This design comes from an exercise in tuning for small area on the open sky130 flow, not from production work.
The RTL was checked by simulation tests, not by an equivalence proof against the original design.
Power and IR drop assume default switching activity.

## design/flow/config.mk

```make
export PLATFORM = sky130hd
export DESIGN_NAME = aip_host_responder
export DESIGN_NICKNAME = aip_host_responder
export VERILOG_FILES = /design/flow/design.v
export SDC_FILE = /design/flow/constraint.sdc
export NUM_CORES = 4
export LEC_CHECK = 0
export CAP_MARGIN = 20
export CORE_MARGIN = 2
export CORE_UTILIZATION = 40
export SLEW_MARGIN = 20
```

## design/flow/constraint.sdc

```tcl
create_clock -name core_clock -period 5.0 [get_ports {clk}]
set_input_delay 1.0000 -clock core_clock [delete_from_list [all_inputs] [get_ports {clk}]]
set_output_delay 1.0000 -clock core_clock [all_outputs]
set_load 0.01 [all_outputs]
```

## design/flow/run.sh

```bash
#!/bin/bash
# synth_recipe.tcl (not shown) runs the flow's synth.tcl, then flattens the netlist and writes it again
# the make line also repeats each setting of config.mk as NAME=value (left out here)
make -C /OpenROAD-flow-scripts/flow DESIGN_CONFIG=/design/flow/config.mk WORK_HOME=/design/flow/orfs CLKGATE_MAP_FILE= SYNTH_SCRIPT=/design/flow/synth_recipe.tcl finish
```

## design/flow/design.v

```verilog
module aip_host_responder #(
  parameter int          DATAWIDTH = 32,
  parameter int          SIZE_Y    = 64,
  parameter int          SIZE_Z    = 64,
  parameter logic [31:0] IP_ID_VAL = 32'h1000500B
) (
  input  logic                      clk,
  input  logic                      rst_a,
  input  logic                      en_s,
  input  logic [DATAWIDTH-1:0]      data_in,
  output logic [DATAWIDTH-1:0]      data_out,
  input  logic                      write,
  input  logic                      read,
  input  logic                      start,
  input  logic [4:0]                conf_dbus,
  output logic                      int_req,
  output logic                      core_start,
  input  logic                      core_done,
  input  logic [$clog2(SIZE_Y)-1:0] core_y_addr,
  output logic [DATAWIDTH-1:0]      core_y_data,
  input  logic                      core_z_we,
  input  logic [$clog2(SIZE_Z)-1:0] core_z_addr,
  input  logic [DATAWIDTH-1:0]      core_z_data,
  output logic [DATAWIDTH-1:0]      conf_size_y
);
  localparam int AY = $clog2(SIZE_Y);
  localparam int AZ = $clog2(SIZE_Z);
  logic [DATAWIDTH-1:0] mem_y [SIZE_Y];
  logic [DATAWIDTH-1:0] mem_z [SIZE_Z];
  logic                 busy_q;
  logic [AY-1:0]        ptr_y_q;
  logic [AZ-1:0]        ptr_z_q;
  logic [DATAWIDTH-1:0] csize_q;
  logic [DATAWIDTH-1:0] dout_q;
  logic [DATAWIDTH-1:0] ydat_q;
  logic [7:0]           mask_q;
  logic [7:0]           flags_q;
  logic                 irq_q;
  logic                 cstart_q;
  logic wr, rd, st;
  logic sel_mmem_y, sel_amem_y, sel_mmem_z, sel_amem_z, sel_csize, sel_status, sel_ipid;
  assign wr = en_s & write;
  assign rd = en_s & read & ~write;
  assign st = en_s & start;
  assign sel_mmem_y = (conf_dbus == 5'd0);
  assign sel_amem_y = (conf_dbus == 5'd1);
  assign sel_mmem_z = (conf_dbus == 5'd2);
  assign sel_amem_z = (conf_dbus == 5'd3);
  assign sel_csize  = (conf_dbus == 5'd4);
  assign sel_status = (conf_dbus == 5'd30);
  assign sel_ipid   = (conf_dbus == 5'd31);
  logic [SIZE_Y-1:0] y_wsel, y_rsel;
  logic [SIZE_Z-1:0] z_wsel, z_rsel;
  always_comb begin
    for (int i = 0; i < SIZE_Y; i++) begin
      y_wsel[i] = (ptr_y_q == AY'(i));
      y_rsel[i] = (core_y_addr == AY'(i));
    end
    for (int i = 0; i < SIZE_Z; i++) begin
      z_wsel[i] = (core_z_addr == AZ'(i));
      z_rsel[i] = (ptr_z_q == AZ'(i));
    end
  end
  logic [DATAWIDTH-1:0] y_rdata, z_rdata;
  always_comb begin
    y_rdata = '0;
    for (int i = 0; i < SIZE_Y; i++) y_rdata = y_rdata | (mem_y[i] & {DATAWIDTH{y_rsel[i]}});
    z_rdata = '0;
    for (int i = 0; i < SIZE_Z; i++) z_rdata = z_rdata | (mem_z[i] & {DATAWIDTH{z_rsel[i]}});
  end
  logic y_we;
  assign y_we = wr & sel_mmem_y;
  always_ff @(posedge clk) begin
    for (int i = 0; i < SIZE_Y; i++)
      if (y_we & y_wsel[i]) mem_y[i] <= data_in;
    for (int i = 0; i < SIZE_Z; i++)
      if (core_z_we & z_wsel[i]) mem_z[i] <= core_z_data;
  end
  always_ff @(posedge clk or negedge rst_a) begin
    if (!rst_a) begin
      busy_q   <= 1'b0;
      ptr_y_q  <= '0;
      ptr_z_q  <= '0;
      csize_q  <= '0;
      dout_q   <= '0;
      ydat_q   <= '0;
      mask_q   <= '0;
      flags_q  <= '0;
      irq_q    <= 1'b1;
      cstart_q <= 1'b0;
    end else begin
      cstart_q <= st & ~busy_q;
      if (st & ~busy_q) busy_q <= 1'b1;
      else if (core_done) busy_q <= 1'b0;
      if (wr & sel_mmem_y) ptr_y_q <= ptr_y_q + 1'b1;
      else if (wr & sel_amem_y) ptr_y_q <= data_in[AY-1:0];
      if (wr & sel_amem_z) ptr_z_q <= data_in[AZ-1:0];
      else if (rd & sel_mmem_z) ptr_z_q <= ptr_z_q + 1'b1;
      if (wr & sel_csize) csize_q <= data_in;
      if (wr & sel_status) mask_q <= data_in[23:16];
      flags_q[7:1] <= '0;
      flags_q[0] <= core_done | (flags_q[0] & ~(wr & sel_status & data_in[0]));
      if (rd) begin
        dout_q <= ({DATAWIDTH{sel_mmem_z}} & z_rdata)
                | ({DATAWIDTH{sel_status}} & {8'h00, mask_q, 7'h00, busy_q, flags_q})
                | ({DATAWIDTH{sel_ipid}}   & IP_ID_VAL);
      end
      ydat_q <= y_rdata;
      irq_q  <= ~|(flags_q & mask_q);
    end
  end
  assign data_out    = dout_q;
  assign int_req     = irq_q;
  assign core_start  = cstart_q;
  assign core_y_data = ydat_q;
  assign conf_size_y = csize_q;
endmodule
```

==> out/metrics.csv, run 1 <==
metric;value;unit
achievable_frequency;0.223;GHz
drt-wirelength-per-cell;45.9;um
crit_path_max_fanout;26;
worst-r2r-cell-count;8;
top_level_ports;187;
first_global_vias;91883;
finalClockSkew;0.0514;ns
register_area_share_after_synthesis;83.2;%
hold_end;mem_y[13][26];
vias_post_dr;98433;
cp_data_arrival_time;5.36;ns
setup_violations;0;
rrSetupSlack;0.52;ns
cts.repair_timing.setup_buffer_count;0;
worstReg2RegEnd;dout_q[3];
drt_iter0_drc;21509;
fp-row-count;225;
design.die.area;384000;um2
num-nets-final;8978;
power.total;74800;uW
dp_hpwl;375000;um
port_buffers;186;
finalHoldViolCount;0;
final_common_cell;sky130_fd_sc_hd__edfxtp_1;
timing.final.crit_share;89.5;%
maximum_vdd_drop;0.000415;V
synth.cell_area;151000;um2
cts-buffers-inserted;416;
pin_count_of_the_biggest_net_entering_global_routing;68;
clock_tree_from_tritoncts;built;
ys_warn_count;3;
cts_root_buf;sky130_fd_sc_hd__clkbuf_16;
power_per_cell_area;416;nW/um2
drive_above_1_share;17.2;%
areaGrowthSynthToFinish;18.7;%
die_x;619;um
drc_errors;0;
design_area;180000;um2
layout_min_cycle_time;4.48;ns
start_util;40.2;%
hold-path-cell-count;1;
timing_worst_setup_path_type;reg -> reg;
ys_dominant_reg_cell;sky130_fd_sc_hd__edfxtp_1;
overflow;0;
startpoint_type;flop;
synth_enable_flop_cells;4096;
timing_worst_slew_pin_value;1.30;ns
cts_buffer_depth;4;
worst-endpoint-required;5.88;ns
final.setup.tns;0;ns
timing.critical_path.to_type;flop;
synth_cell_types;68;
timing.slew.headroom;13.1;%
drt.antenna.violating_nets;0;
postSynthRegisterBits;4216;
synthArstFlopShare;2.85;%
die_h;619;um
top_library_cells_by_usage_in_the_layout_fill_and_taps_aside;sky130_fd_sc_hd__edfxtp_1, sky130_fd_sc_hd__a22oi_1, sky130_fd_sc_hd__buf_4;
gp_congestion;0.911;
r2r_start;ptr_z_q[4];
insertion_delay;1.00;ns
cts-resized-gates;0;
clock_transition_at_the_registers_of_the_reported_paths;0.06;ns
status;complete, no violations;
cts.hold.buffers_added;1;
drt-vias-per-instance;6.90;
rsz0062_at_grt;no;
syn_nets;8224;
number_of_antenna_violations_at_the_first_check_in_global_routing;56;
grt_util_all_layers;33.4;%
drtPass1Iterations;9;
n_fill_cell;30886;
core_region_area;376000;um2
min-delay-path-class;in -> reg;
maxCapViolations;0;
finalWirelength;655000;um
max_transition_viols_final;0;
h-tree-depth;5;
grt_first_pass_wirelength;853000;um
cts_num_sinks;4216;
post_synth.cell_area_avg;18.6;um2
holdCritStartpoint;data_in[26];
detailed_place.area;166000;um2
synth_cells;8127;
static-leakage-power;0.0570;uW
## per-stage QoR
step                hold slack, ns  setup WS [ns]  cells  util (%)
CTS                          0.286          0.694  14228      47.7
finish                       0.300          0.525  14257      47.8
global placement             0.467          0.337  13442      44.0
global route                 0.325          0.515  14239      47.8
detailed placement           0.474          0.369  13451      44.1
floorplan                    0.393          0.708   8127         -
## sequential cells by signal, indices dropped and copies added (netlist names)
register / flops
mask_q: 8
ptr_z_q: 6
mem_z: 2048
dout_q: 32
ptr_y_q: 6
csize_q: 32
ydat_q: 32
mem_y: 2048
irq_q: 1
cstart_q: 1
flags_q: 1
busy_q: 1
## synth_stat cells, drive strengths merged (7+ instances only)
cell / n / area, um2
nand3b: 12 / 121
and4: 7 / 61.3
clkbuf: 355 / 1330
inv: 10 / 37.5
nand2b: 9 / 56.3
edfxtp: 4096 / 123000
a21oi: 28 / 144
mux2i: 21 / 210
nor4: 71 / 444
a221oi: 357 / 3130
nor2: 299 / 1130
dfrtp: 119 / 2980
nor3: 103 / 515
o21ai: 38 / 190
nor2b: 9 / 56.3
buf: 87 / 434
mux2: 45 / 507
nand2: 408 / 1540
or3: 7 / 43.8
nand3: 31 / 155
a22oi: 1293 / 9710
nand4: 266 / 1660
a22o: 366 / 3210
ha: 8 / 100
## layout make-up
cell class	instances	area, um2	share of cell area (%)
Timing Repair Buffer	778	8150	4.53
Clock inverter	254	2610	1.45
Sequential cell	4216	126000	70.1
Antenna cell	24	60.1	0.0334
Tap cell	4994	6250	3.47
Multi-Input combinational cell	3459	25600	14.3
Clock buffer	522	11100	6.15
Inverter	10	37.5	0.0209
## layer usage
layer	vias to the layer above	share of wire (%)	global-route usage [%]
li1	35782	-	-
met1	50044	32	41.7
met2	10222	44	50.6
met3	2345	16	10.4
met4	40	7.9	21.5
met5	-	0.038	0
## logic make-up after synthesis
family / synth area share (%)
AO/OA/AOI/OAI: 11.0
adder cells (fa/ha/maj): 0.0661
multiplexers: 0.473
flip-flops: 83.2
buffers and inverters: 1.19
XOR/XNOR: 0.0116
AND/OR/NAND/NOR: 4.08
## critical path: stages, from the launching register on
cell and delay (ns):
sky130_fd_sc_hd__dfrtp_1 1.08, sky130_fd_sc_hd__nand3_1 0.75, sky130_fd_sc_hd__nor2_4 1.14, sky130_fd_sc_hd__buf_4 0.52
sky130_fd_sc_hd__a221oi_1 0.20, sky130_fd_sc_hd__nand4_1 0.18, sky130_fd_sc_hd__nor4_1 0.09, sky130_fd_sc_hd__buf_4 0.15
sky130_fd_sc_hd__o21ai_0 0.19
## worst max-delay path by stage
| stage | startpoint | endpoint | slack, ns | cells after the start |
|---|---|---|---|---|
| floorplan | conf_dbus[1] | mem_y[16][0] | 0.71 | 6 |
| global placement | conf_dbus[1] | mem_y[32][8] | 0.34 | 7 |
| detailed placement | conf_dbus[1] | mem_y[32][9] | 0.37 | 7 |
| CTS | ptr_z_q[2] | dout_q[11] | 0.69 | 7 |
| global route | ptr_z_q[0] | dout_q[11] | 0.52 | 9 |
| finish | ptr_z_q[4] | dout_q[3] | 0.52 | 8 |
## power by group
group	switching, uW	total, uW	internal (uW)	leakage (uW)
logic	2660	3660	1010	0.0120
clock network	13800	31900	18100	0.00665
registers	202	39200	39000	0.0384
total	16700	74800	58100	0.0570
==> run 2: changes to the inputs <==
--- a/design/flow/design.v
+++ b/design/flow/design.v
@@ -62,10 +62,38 @@
     end
   end
+  localparam int NGY = SIZE_Y / 3;
+  localparam int NGZ = SIZE_Z / 3;
   logic [DATAWIDTH-1:0] y_rdata, z_rdata;
+  logic [NGY-1:0][DATAWIDTH-1:0] y_grp;
+  logic [NGZ-1:0][DATAWIDTH-1:0] z_grp;
+  for (genvar g = 0; g < NGY; g++) begin : g_yrd
+    for (genvar b = 0; b < DATAWIDTH; b++) begin : g_bit
+      aip_aoi222 u_aoi (
+        .a0(y_rsel[3*g]),   .b0(mem_y[3*g][b]),
+        .a1(y_rsel[3*g+1]), .b1(mem_y[3*g+1][b]),
+        .a2(y_rsel[3*g+2]), .b2(mem_y[3*g+2][b]),
+        .y (y_grp[g][b])
+      );
+    end
+  end
+  for (genvar g = 0; g < NGZ; g++) begin : g_zrd
+    for (genvar b = 0; b < DATAWIDTH; b++) begin : g_bit
+      aip_aoi222 u_aoi (
+        .a0(z_rsel[3*g]),   .b0(mem_z[3*g][b]),
+        .a1(z_rsel[3*g+1]), .b1(mem_z[3*g+1][b]),
+        .a2(z_rsel[3*g+2]), .b2(mem_z[3*g+2][b]),
+        .y (z_grp[g][b])
+      );
+    end
+  end
   always_comb begin
-    y_rdata = '0;
-    for (int i = 0; i < SIZE_Y; i++) y_rdata = y_rdata | (mem_y[i] & {DATAWIDTH{y_rsel[i]}});
-    z_rdata = '0;
-    for (int i = 0; i < SIZE_Z; i++) z_rdata = z_rdata | (mem_z[i] & {DATAWIDTH{z_rsel[i]}});
+    y_rdata = '1;
+    for (int g = 0; g < NGY; g++) y_rdata = y_rdata & y_grp[g];
+    for (int i = 3*NGY; i < SIZE_Y; i++) y_rdata = y_rdata & ~(mem_y[i] & {DATAWIDTH{y_rsel[i]}});
+    y_rdata = ~y_rdata;
+    z_rdata = '1;
+    for (int g = 0; g < NGZ; g++) z_rdata = z_rdata & z_grp[g];
+    for (int i = 3*NGZ; i < SIZE_Z; i++) z_rdata = z_rdata & ~(mem_z[i] & {DATAWIDTH{z_rsel[i]}});
+    z_rdata = ~z_rdata;
   end
   logic y_we;
@@ -116,2 +144,13 @@
   assign conf_size_y = csize_q;
 endmodule
+module aip_aoi222 (
+  input  logic a0,
+  input  logic b0,
+  input  logic a1,
+  input  logic b1,
+  input  logic a2,
+  input  logic b2,
+  output logic y
+);
+  assign y = ~((a0 & b0) | (a1 & b1) | (a2 & b2));
+endmodule
--- a/design/flow/config.mk
+++ b/design/flow/config.mk
@@ -8,4 +8,8 @@
 export CAP_MARGIN = 20
 export CORE_MARGIN = 2
-export CORE_UTILIZATION = 40
+export CORE_UTILIZATION = 70
+export CTS_BUF_LIST = sky130_fd_sc_hd__clkbuf_8
+export CTS_CLUSTER_DIAMETER = 50
+export CTS_CLUSTER_SIZE = 16
 export SLEW_MARGIN = 20
+export SYNTH_HIERARCHICAL = 1
==> out/metrics.csv, run 2 <==
metric;value;unit
yosys-top-cells-count;sky130_fd_sc_hd__edfxtp_1, sky130_fd_sc_hd__a222oi_1, sky130_fd_sc_hd__nor2_1, sky130_fd_sc_hd__nand4_1, sky130_fd_sc_hd__nand2_1;
yosysTopAreaCellShare;84.3;%
maxCapViolations;0;
instances_no_fill;10667;
number_of_antenna_violations_at_the_first_check_in_global_routing;33;
drt-wirelength-per-cell;40.3;um
rsz0062_at_grt;no;
fp-row-count;167;
cts.hold.buffers_added;1;
synth.top_cells.by_area;sky130_fd_sc_hd__edfxtp_1, sky130_fd_sc_hd__a222oi_1, sky130_fd_sc_hd__dfrtp_1;
dp_hpwl;261000;um
die_h;461;um
clock_transition_at_the_registers_of_the_reported_paths;0.10;ns
setup_violations;0;
wirelength_met1;139000;um
timing_worst_setup_path_type;reg -> reg;
static-leakage-power;0.0502;uW
final_common_cell;sky130_fd_sc_hd__edfxtp_1;
grt_util_all_layers;40.5;%
num-nets-final;7779;
post-route-worst-setup-slack;0.462;ns
drt.antenna.violating_nets;0;
power_per_cell_area;372;nW/um2
finalClockSkew;0.0547;ns
cts-resized-gates;0;
ff_latch_area;126000;um2
core_region_area;207000;um2
syn_nets;6857;
met2_wirelength_from_detailed_routing;197000;um
cts_buffer_depth;4;
register_area_share_after_synthesis;86.3;%
dpl.cell_count;10125;
achievable_frequency;0.220;GHz
drt-vias-per-instance;7.84;
pin_count_of_the_biggest_net_entering_global_routing;68;
post_synth.cell_area_avg;21.6;um2
power.total;60400;uW
die_x;461;um
finalHoldViolCount;0;
startpoint_type;flop;
reg_top3;mem_y: 2048 flops, mem_z: 2048 flops;
timing.slew.headroom;16.6;%
drtPass1Iterations;10;
top_layer;met5;
areaGrowthSynthToFinish;11.1;%
n_fill_cell;10919;
cts.repair_timing.setup_buffer_count;0;
crit_path_max_fanout;18;
maximum_vdd_drop;0.000391;V
vias_post_dr;83653;
port_buffers;186;
ys_dominant_reg_cell;sky130_fd_sc_hd__edfxtp_1;
crit_slowest_cell;sky130_fd_sc_hd__nor4_1;
layout_min_cycle_time;4.54;ns
top_level_ports;187;
clock_tree_from_tritoncts;built;
gp_congestion;0.975;
detailroute.wirelength.met3;60100;um
timing.final.crit_share;90.8;%
synth_area_leader_cell;sky130_fd_sc_hd__edfxtp_1;
grt_first_pass_wirelength;593000;um
max_transition_viols_final;0;
multi_input_area;21400;um2
placement.setup.worst_slack;0.155;ns
synth_enable_flop_cells;4096;
finalWirelength;430000;um
drive_above_1_share;15.9;%
cpLargestDelayFamily;simple AND/OR/NAND/NOR gates;
worst-endpoint-required;5.98;ns
cp_data_arrival_time;5.52;ns
min-delay-path-class;in -> reg;
timing.critical_path.to_type;flop;
ys_warn_count;11;
synth_cell_types;47;
insertion_delay;1.15;ns
worst_path_largest_cell_delay;0.89;ns
drt_iter0_drc;20240;
timing.critical_path.cells;inv_1 > ha_1 > nand2_1 > nor2_4 > buf_4 > a222oi_1 > nand4_1 > nor4_1 > buf_4 > nand4_1 > a21oi_1 > o21ai_0;
cts_root_buf;sky130_fd_sc_hd__clkbuf_8;
design.die.area;212000;um2
synthArstFlopShare;2.85;%
start_util;70.4;%
synth_cells;6760;
h-tree-depth;5;
synthMostInstantiatedCell;sky130_fd_sc_hd__edfxtp_1;
first_global_vias;78327;
postSynthRegisterBits;4216;
cts-buffers-inserted;341;
overflow;0;
status;complete, no violations;
cts_num_sinks;4216;
synth.cell_area;146000;um2
critPathBufInv;3;
top_library_cells_by_usage_in_the_layout_fill_and_taps_aside;sky130_fd_sc_hd__edfxtp_1, sky130_fd_sc_hd__a222oi_1, sky130_fd_sc_hd__buf_4;
drc_errors;0;
timing_worst_slew_pin_value;1.25;ns
-- run 2: changes by cell type in the layout (fill, tap and decap cells not counted), moves of 245 or more --
| cell | previous run | this run |
|---|---|---|
| sky130_fd_sc_hd__a221oi_1 | 357 | 0 |
| sky130_fd_sc_hd__nand2_1 | 405 | 160 |
| sky130_fd_sc_hd__clkbuf_8 | 13 | 354 |
| sky130_fd_sc_hd__a22oi_1 | 1293 | 1 |
| sky130_fd_sc_hd__a222oi_1 | 3 | 1344 |
| sky130_fd_sc_hd__a22o_1 | 366 | 0 |
| sky130_fd_sc_hd__clkbuf_16 | 422 | 0 |
-- run 2: stage by stage --
stage | instance area (um2) | hold WS [ns] | util [%] | setup TNS [ns]
4_1_cts | 162000 | 0.173 | 78.2 | 0
2_1_floorplan | 146000 | 0.385 | - | -304.72
5_1_grt | 162000 | 0.212 | 78.2 | 0
3_5_place_dp | 156000 | 0.431 | 75.3 | 0
3_3_place_gp | 156000 | 0.426 | 75.3 | -0.746
6_report | 162000 | 0.248 | 78.2 | 0
-- run 2: modules after synthesis, one instance, submodules excluded --
module              flip-flops and latches  cell area, um2  cells inside  times used
aip_host_responder                    4216          133000          5416           1
aip_aoi222                               0            10.0             1        1344
-- run 2: layer usage --
metal  vias to the layer above  track usage [%]
met5                         -                0
met4                        34             24.9
met3                      1117             8.98
met2                      7459             61.3
met1                     42133             54.7
li1                      32910                -
-- run 2: final timing paths --
kind	to	slack, ns	depth (start not counted)	from
worst min-delay path	mem_y[48][11]	0.25	1	data_in[11]
worst min register to register	irq_q	0.45	1	flags_q
max in group asynchronous	ptr_z_q[4]	3.56	3	rst_a
min in group asynchronous	csize_q[11]	0.35	2	rst_a
worst max-delay path	dout_q[23]	0.46	12	ptr_z_q[0]
worst max register to register	dout_q[23]	0.46	12	ptr_z_q[0]
-- run 2: cell type report --
type	instances	share of cell area [%]
Sequential cell	4216	77.7
Multi-Input combinational cell	2484	13.2
Timing Repair Buffer	634	3.27
Clock buffer	354	3.00
Tap cell	2788	2.15
Clock inverter	171	0.678
Antenna cell	15	0.0231
Inverter	5	0.0116
-- run 2: kinds of logic after synthesis --
kind of cell / after synthesis / synth area share [%]
and+or+nand+nor: 986 / 3.42
muxes: 42 / 0.399
DFF: 4216 / 86.3
buffers and inverters: 60 / 0.171
AOI/OAI and AO/OA: 1448 / 9.63
adders and majority gates: 8 / 0.0686
-- run 2: worst reg2reg max path: stages, from the launching register on --
cell,delay (ns)
sky130_fd_sc_hd__dfrtp_1,0.50
sky130_fd_sc_hd__inv_1,0.10
sky130_fd_sc_hd__ha_1,0.26
sky130_fd_sc_hd__nand2_1,0.46
sky130_fd_sc_hd__nor2_4,0.28
sky130_fd_sc_hd__buf_4,0.33
sky130_fd_sc_hd__a222oi_1,0.39
sky130_fd_sc_hd__nand4_1,0.58
sky130_fd_sc_hd__nor4_1,0.89
sky130_fd_sc_hd__buf_4,0.26
sky130_fd_sc_hd__nand4_1,0.10
sky130_fd_sc_hd__a21oi_1,0.16
sky130_fd_sc_hd__o21ai_0,0.09
-- run 2: where the power goes --
group / total, uW / switching, uW / internal [uW] / leakage [uW]
clock: 18000 / 10900 / 7030 / 0.00334
sequential: 39100 / 178 / 38900 / 0.0384
combinational: 3330 / 2430 / 898 / 0.00847
==> run 3: changes to the inputs <==
==> design/flow/flow/run.sh (new file) <==
#!/bin/bash
# The standard layout, with two changes made through ORFS's own variables:
# - port buffers are the smallest buffer (buf_1) instead of the resizer's pick;
# - clock tree synthesis uses clkbuf_8 with 16-sink clusters and inserts no
#   dummy loads for balancing.
# make's output goes to standard_flow.log; each ORFS step writes its own log
# under orfs/logs/.
set -euo pipefail
export BUFFER_PORTS_ARGS="-buffer_cell sky130_fd_sc_hd__buf_1"
export CTS_ARGS="-sink_clustering_enable -repair_clock_nets -dont_use_dummy_load -buf_list sky130_fd_sc_hd__clkbuf_8 -sink_clustering_size 16 -sink_clustering_max_diameter 50"
bash standard.sh > standard_flow.log 2>&1
==> design/flow/standard.sh (new file) <==
#!/bin/bash
# synth_recipe.tcl (not shown) runs the flow's synth.tcl, then flattens the netlist and writes it again
# the make line also repeats each setting of config.mk as NAME=value (left out here)
make -C /OpenROAD-flow-scripts/flow DESIGN_CONFIG=/design/flow/config.mk WORK_HOME=/design/flow/orfs CLKGATE_MAP_FILE= SYNTH_SCRIPT=/design/flow/synth_recipe.tcl "${@:-finish}"
--- a/design/flow/config.mk
+++ b/design/flow/config.mk
@@ -9,7 +9,4 @@
 export CORE_MARGIN = 2
 export CORE_UTILIZATION = 70
-export CTS_BUF_LIST = sky130_fd_sc_hd__clkbuf_8
-export CTS_CLUSTER_DIAMETER = 50
-export CTS_CLUSTER_SIZE = 16
 export SLEW_MARGIN = 20
 export SYNTH_HIERARCHICAL = 1
removed: design/flow/run.sh
==> out/metrics.csv, run 3 <==
metric;value;unit
status;complete, no violations;
ys_warn_count;11;
top_library_cells_by_usage_in_the_layout_fill_and_taps_aside;sky130_fd_sc_hd__edfxtp_1, sky130_fd_sc_hd__a222oi_1, sky130_fd_sc_hd__buf_4;
drt-vias-per-instance;8.00;
die_h;461;um
maximum_vdd_drop;0.000474;V
number_of_antenna_violations_at_the_first_check_in_global_routing;52;
top_level_ports;187;
timing.critical_path.to_type;flop;
postSynthRegisterBits;4216;
post_synth.cell_area_avg;21.6;um2
h-tree-depth;5;
drt_iter0_drc;20517;
cts.repair_timing.setup_buffer_count;0;
max_transition_viols_final;0;
cts_num_sinks;4216;
synth_cells;6760;
timing_worst_slew_pin_value;1.20;ns
clock_transition_at_the_registers_of_the_reported_paths;0.09;ns
timing_worst_setup_path_type;reg -> reg;
synth.top_cells.by_area;sky130_fd_sc_hd__edfxtp_1, sky130_fd_sc_hd__a222oi_1, sky130_fd_sc_hd__dfrtp_1;
power_per_cell_area;367;nW/um2
layout_min_cycle_time;4.34;ns
yosys-top-cells-count;sky130_fd_sc_hd__edfxtp_1, sky130_fd_sc_hd__a222oi_1, sky130_fd_sc_hd__nor2_1, sky130_fd_sc_hd__nand4_1, sky130_fd_sc_hd__nand2_1;
final_common_cell;sky130_fd_sc_hd__edfxtp_1;
worstReg2RegEnd;dout_q[13];
synth.cell_area;146000;um2
final.setup.tns;0;ns
cts-buffers-inserted;342;
drt.antenna.violating_nets;0;
drt-wirelength-per-cell;41.7;um
setup_violations;0;
drtPass1Iterations;10;
synth_cell_types;47;
finalWirelength;435000;um
rrSetupSlack;0.66;ns
cp_data_arrival_time;5.27;ns
areaGrowthSynthToFinish;9.32;%
timing.final.crit_share;86.9;%
startpoint_type;flop;
maxCapViolations;0;
synthMostInstantiatedCell;sky130_fd_sc_hd__edfxtp_1;
ff_latch_area;126000;um2
drc_errors;0;
n_fill_cell;11092;
first_global_vias;78759;
rsz0062_at_grt;no;
worst-r2r-cell-count;11;
multi_input_area;21400;um2
synth_enable_flop_cells;4096;
clock_tree_from_tritoncts;built;
overflow;0;
ys_dominant_reg_cell;sky130_fd_sc_hd__edfxtp_1;
r2r_start;ptr_z_q[0];
register_area_share_after_synthesis;86.3;%
grt_first_pass_wirelength;598000;um
design.die.area;212000;um2
post-route-worst-setup-slack;0.655;ns
die_x;461;um
finalHoldViolCount;0;
yosysTopAreaCellShare;84.3;%
dp_hpwl;264000;um
grt_util_all_layers;41.0;%
achievable_frequency;0.230;GHz
drive_above_1_share;14.5;%
port_buffers;186;
insertion_delay;1.11;ns
num-nets-final;7720;
vias_post_dr;83560;
fp-row-count;167;
synth_area_leader_cell;sky130_fd_sc_hd__edfxtp_1;
reg_top3;mem_y: 2048 flops, mem_z: 2048 flops;
start_util;70.4;%
cts_root_buf;sky130_fd_sc_hd__clkbuf_8;
pin_count_of_the_biggest_net_entering_global_routing;85;
worst-endpoint-required;5.93;ns
cts.hold.buffers_added;0;
min-delay-path-class;in -> async;
finalClockSkew;0.0663;ns
crit_path_max_fanout;17;
gp_congestion;1.01;
cts_buffer_depth;4;
cts-resized-gates;0;
syn_nets;6857;
core_region_area;207000;um2
placement.setup.worst_slack;0.206;ns
static-leakage-power;0.0487;uW
timing.slew.headroom;19.9;%
synthArstFlopShare;2.85;%
[run 3: metrics by stage]
stage	hold slack, ns	total power (uW)	utilization (%)	area [um2]	instances
after detailed placement	0.435	43000	74.7	155000	10065
after global routing	0.0707	59800	77.0	160000	10415
final	0.0929	58600	77.0	160000	10439
after floorplan	0.385	40800	-	146000	6760
after CTS	0.0142	58500	76.9	159000	10407
after global placement	0.416	42900	74.6	155000	10057
[run 3: critical path, cell delays in order, from the launching register on]
cell and delay [ns]:
sky130_fd_sc_hd__dfrtp_1 0.49, sky130_fd_sc_hd__inv_1 0.10, sky130_fd_sc_hd__ha_1 0.25, sky130_fd_sc_hd__nand2_1 0.22
sky130_fd_sc_hd__buf_4 0.19, sky130_fd_sc_hd__nor2_4 0.10, sky130_fd_sc_hd__buf_4 0.27, sky130_fd_sc_hd__a222oi_1 0.53
sky130_fd_sc_hd__nand4_1 0.49, sky130_fd_sc_hd__or4_1 0.79, sky130_fd_sc_hd__a2111oi_0 0.58, sky130_fd_sc_hd__o21ai_0 0.18
[run 3: how the worst max path moves through the flow]
stage,startpoint,to
2_1_floorplan,conf_dbus[4],mem_y[21][0]
5_1_grt,ptr_z_q[0],dout_q[13]
3_3_place_gp,core_y_addr[0],ydat_q[28]
6_report,ptr_z_q[0],dout_q[13]
3_5_place_dp,core_y_addr[0],ydat_q[13]
4_1_cts,ptr_z_q[0],dout_q[20]
[run 3: where the power goes]
part	internal [uW]	total, uW	switching [uW]
logic	731	3190	2450
registers	38900	39100	208
clock network	6140	16300	10100
[run 3: kinds of logic (layout without fill, tap and decap cells)]
family	Yosys count	after routing	synth area share (%)
flops	4216	4216	86.3
other cells	0	30	0
simple gates	986	986	3.42
buf+inv	60	921	0.171
fa+ha+maj	8	8	0.0686
mux	42	42	0.399
compound gates	1448	1448	9.63
[run 3: Yosys stat by module (local to each module, per instance)]
module	times used	area, um2	flops+latches
aip_host_responder	1	133000	4216
aip_aoi222	1344	10.0	0
[run 3: area by class of cell]
| class | count | share of cell area [%] |
|---|---|---|
| diodes | 30 | 0.0470 |
| clock buffers | 342 | 2.95 |
| inverters | 5 | 0.0118 |
| multi-input cells | 2484 | 13.4 |
| flip-flops and latches | 4216 | 79.0 |
| well taps | 2788 | 2.19 |
| repair buffers | 574 | 2.46 |
[run 3: metal layers]
| layer | part of all wire, % | track usage, % | vias up | routed length [um] |
|---|---|---|---|---|
| met5 | 0.062 | 0 | - | 268 |
| met4 | 8.5 | 28.0 | 38 | 37000 |
| met3 | 14 | 10.1 | 1324 | 61400 |
| met2 | 46 | 61.7 | 7714 | 199000 |
| met1 | 32 | 53.7 | 41873 | 137000 |
| li1 | - | - | 32611 | - |
==> run 4: changes to the inputs <==
==> design/flow/flow/run.sh (replaced) <==
#!/bin/bash
# The standard layout, with two changes made through ORFS's own variables:
# - port buffers are the smallest buffer (buf_1) instead of the resizer's pick;
# - clock tree synthesis uses clkbuf_8 with 18-sink clusters and inserts no
#   dummy loads for balancing.
# make's output goes to standard_flow.log; each ORFS step writes its own log
# under orfs/logs/.
set -euo pipefail
export BUFFER_PORTS_ARGS="-buffer_cell sky130_fd_sc_hd__buf_1"
export CTS_ARGS="-sink_clustering_enable -repair_clock_nets -dont_use_dummy_load -buf_list sky130_fd_sc_hd__clkbuf_8 -sink_clustering_size 18 -sink_clustering_max_diameter 55"
bash standard.sh > standard_flow.log 2>&1
==> out/metrics.csv, run 4 <==
metric;value;unit
status;complete, no violations;
cts.hold.buffers_added;0;
crit_start;ptr_z_q[0];
dp_hpwl;264000;um
vias_post_dr;83362;
register_area_share_after_synthesis;86.3;%
port_buffers;186;
instances_no_fill;10386;
num-nets-final;7671;
drt-wirelength-per-cell;41.9;um
placement.setup.worst_slack;0.206;ns
cts_num_sinks;4216;
cp-endpoint;dout_q[13];
gp_congestion;1.01;
timing.critical_path.to_type;flop;
layout_min_cycle_time;4.43;ns
drt_iter0_drc;20163;
synthMostInstantiatedCell;sky130_fd_sc_hd__edfxtp_1;
top_level_ports;187;
cp_data_arrival_time;5.39;ns
yosysTopAreaCellShare;84.3;%
rrSetupSlack;0.57;ns
synth_area_leader_cell;sky130_fd_sc_hd__edfxtp_1;
synth.cell_area;146000;um2
insertion_delay;1.10;ns
post_synth.cell_area_avg;21.6;um2
n_fill_cell;11193;
reg_top3;mem_y: 2048 flops, mem_z: 2048 flops;
worst-r2r-cell-count;10;
drt-vias-per-instance;8.03;
core_region_area;207000;um2
timing.critical_path.cells;inv_1 > ha_1 > nand2_1 > nor2_4 > buf_4 > a222oi_1 > nand4_1 > or4_1 > a2111oi_0 > o21ai_0;
timing_worst_setup_path_type;reg -> reg;
start_util;70.4;%
grt_util_all_layers;41.0;%
drc_errors;0;
final_common_cell;sky130_fd_sc_hd__edfxtp_1;
finalHoldViolCount;0;
drive_above_1_share;14.0;%
cts-buffers-inserted;293;
static-leakage-power;0.0483;uW
worst_path_largest_cell_delay;0.81;ns
startpoint_type;flop;
power.total;57600;uW
achievable_frequency;0.226;GHz
ys_dominant_reg_cell;sky130_fd_sc_hd__edfxtp_1;
synth.top_cells.by_area;sky130_fd_sc_hd__edfxtp_1, sky130_fd_sc_hd__a222oi_1, sky130_fd_sc_hd__dfrtp_1;
pin_count_of_the_biggest_net_entering_global_routing;85;
cts.repair_timing.setup_buffer_count;0;
overflow;0;
worstReg2RegEnd;dout_q[13];
clock_transition_at_the_registers_of_the_reported_paths;0.10;ns
crit_slowest_cell;sky130_fd_sc_hd__or4_1;
rsz0062_at_grt;no;
power_per_cell_area;363;nW/um2
synth_cell_types;47;
post-route-worst-setup-slack;0.571;ns
drtPass1Iterations;13;
ys_warn_count;11;
finalWirelength;435000;um
synth_enable_flop_cells;4096;
design_area;159000;um2
detailed_place.area;155000;um2
die_h;461;um
cts_root_buf;sky130_fd_sc_hd__clkbuf_8;
areaGrowthSynthToFinish;8.85;%
number_of_antenna_violations_at_the_first_check_in_global_routing;47;
clock_tree_from_tritoncts;built;
cts_buffer_depth;4;
top_library_cells_by_usage_in_the_layout_fill_and_taps_aside;sky130_fd_sc_hd__edfxtp_1, sky130_fd_sc_hd__a222oi_1, sky130_fd_sc_hd__buf_4;
h-tree-depth;5;
hold_slack;0.0812;ns
timing.slew.headroom;18.9;%
timing_worst_slew_pin_value;1.22;ns
yosys-top-cells-count;sky130_fd_sc_hd__edfxtp_1, sky130_fd_sc_hd__a222oi_1, sky130_fd_sc_hd__nor2_1, sky130_fd_sc_hd__nand4_1, sky130_fd_sc_hd__nand2_1;
syn_nets;6857;
first_global_vias;78364;
postSynthRegisterBits;4216;
min-delay-path-class;in -> async;
synth_cells;6760;
fp-row-count;167;
grt_first_pass_wirelength;598000;um
setup_violations;0;
timing.final.crit_share;88.6;%
die_x;461;um
design.die.area;212000;um2
maxCapViolations;0;
finalClockSkew;0.0661;ns
maximum_vdd_drop;0.000350;V
drt.antenna.violating_nets;0;
cts-resized-gates;0;
worst-endpoint-required;5.96;ns
r2r_start;ptr_z_q[0];
max_transition_viols_final;0;
crit_path_max_fanout;18;
dpl.cell_count;10065;
synthArstFlopShare;2.85;%
[run 4: cell types whose count changed in the layout (fill, tap and decap cells not counted)]
cell / previous run / this run
sky130_fd_sc_hd__buf_12: 15 / 16
sky130_fd_sc_hd__diode_2: 30 / 26
sky130_fd_sc_hd__buf_16: 2 / 1
sky130_fd_sc_hd__clkbuf_8: 342 / 293
[run 4: how the worst min path moves through the flow]
stage / from / end / slack [ns] / depth (start not counted)
2_1_floorplan: mask_q[0] / irq_q / 0.38 / 1
4_1_cts: rst_a / csize_q[8] / 0.02 / 1
6_report: rst_a / csize_q[8] / 0.08 / 1
3_5_place_dp: flags_q / irq_q / 0.44 / 1
5_1_grt: rst_a / csize_q[6] / 0.06 / 1
3_3_place_gp: flags_q / irq_q / 0.42 / 1
[run 4: worst max-delay path, delay by kind of cell (launching register included)]
family                     cells  cell delay (ns)
buffers and inverters          2             0.40
AOI/OAI and AO/OA              3             1.15
adders and majority gates      1             0.26
and+or+nand+nor                4             1.98
DFF                            1             0.48
[run 4: power by group]
part	switching, uW	internal (uW)
combinational	2450	731
sequential	207	38900
clock	9990	5310
[run 4: modules after synthesis (local to each module, per instance)]
module | copies in the design | flip-flops and latches | cells
aip_aoi222 | 1344 | 0 | 1
aip_host_responder | 1 | 4216 | 5416
[run 4: cell families after synthesis]
| logic type | share of synthesized area [%] |
|---|---|
| multiplexers | 0.399 |
| AO/OA/AOI/OAI | 9.63 |
| adder cells (fa/ha/maj) | 0.0686 |
| AND/OR/NAND/NOR | 3.42 |
| flip-flops | 86.3 |
| buffers and inverters | 0.171 |
[run 4: final cells by class]
| cell class | count | area [um2] | share of cell area [%] |
|---|---|---|---|
| Inverter | 5 | 18.8 | 0.0118 |
| Tap cell | 2788 | 3490 | 2.20 |
| Timing Repair Buffer | 574 | 3920 | 2.47 |
| Sequential cell | 4216 | 126000 | 79.3 |
| Clock buffer | 293 | 4030 | 2.54 |
| Antenna cell | 26 | 65.1 | 0.0409 |
| Multi-Input combinational cell | 2484 | 21400 | 13.4 |
[run 4: per-stage QoR]
step                      util (%)  TNS, ns
final                         76.7        0
after CTS                     76.6        0
after floorplan                  -  -304.72
after detailed placement      74.7        0
after global placement        74.6   -0.290
after global routing          76.6        0
[run 4: metal layers]
| layer | wire [um] | share of wire (%) | global-route usage [%] |
|---|---|---|---|
| met5 | 285 | 0.066 | 0 |
| met4 | 36700 | 8.4 | 27.5 |
| met3 | 60000 | 14 | 9.90 |
| met2 | 200000 | 46 | 62.0 |
| met1 | 138000 | 32 | 53.8 |

static timing again, ports no longer ideal:
No port has a modelled driver above. Below, the same layouts with a new extraction and two added sets of constraints. Step 1 (the two cells are an assumption about what drives the block):
set clk [get_ports {clk}]
set_driving_cell -lib_cell sky130_fd_sc_hd__clkbuf_16 $clk
set_driving_cell -lib_cell sky130_fd_sc_hd__buf_2 [delete_from_list [all_inputs] $clk]
Step 2 adds t to the input delays and takes it off the output delays; t is the mean of the earliest and latest rising clock arrival at the registers after step 1. Input paths then give back, and output paths get back, about the clock's delay inside the block. Slacks: ideal / step 1 / step 2; pairs: ideal / step 1.
run | t (ns) | setup slack, ns | hold slack, ns | latest minus earliest clock arrival (ns) | worst data-port slew with drivers (ns)
run 1 | 1.095 | 0.525 / 0.525 / 0.195 | 0.300 / 0.208 / 0.489 | 0.071 / 0.071 | 0.27
run 2 | 1.221 | 0.462 / 0.462 / -0.101 | 0.248 / 0.192 / 0.452 | 0.061 / 0.062 | 0.11
run 3 | 1.167 | 0.655 / 0.655 / -0.070 | 0.093 / 0.029 / 0.442 | 0.083 / 0.083 | 0.13
run 4 | 1.175 | 0.571 / 0.571 / -0.029 | 0.081 / 0.010 / 0.447 | 0.083 / 0.083 | 0.13
With both steps, setup timing fails in run 2, run 3 and run 4, where it was met with ideal ports. The setup slack of run 3, which loses most, moves by 0.000 ns with the drivers and by -0.725 ns with both steps.
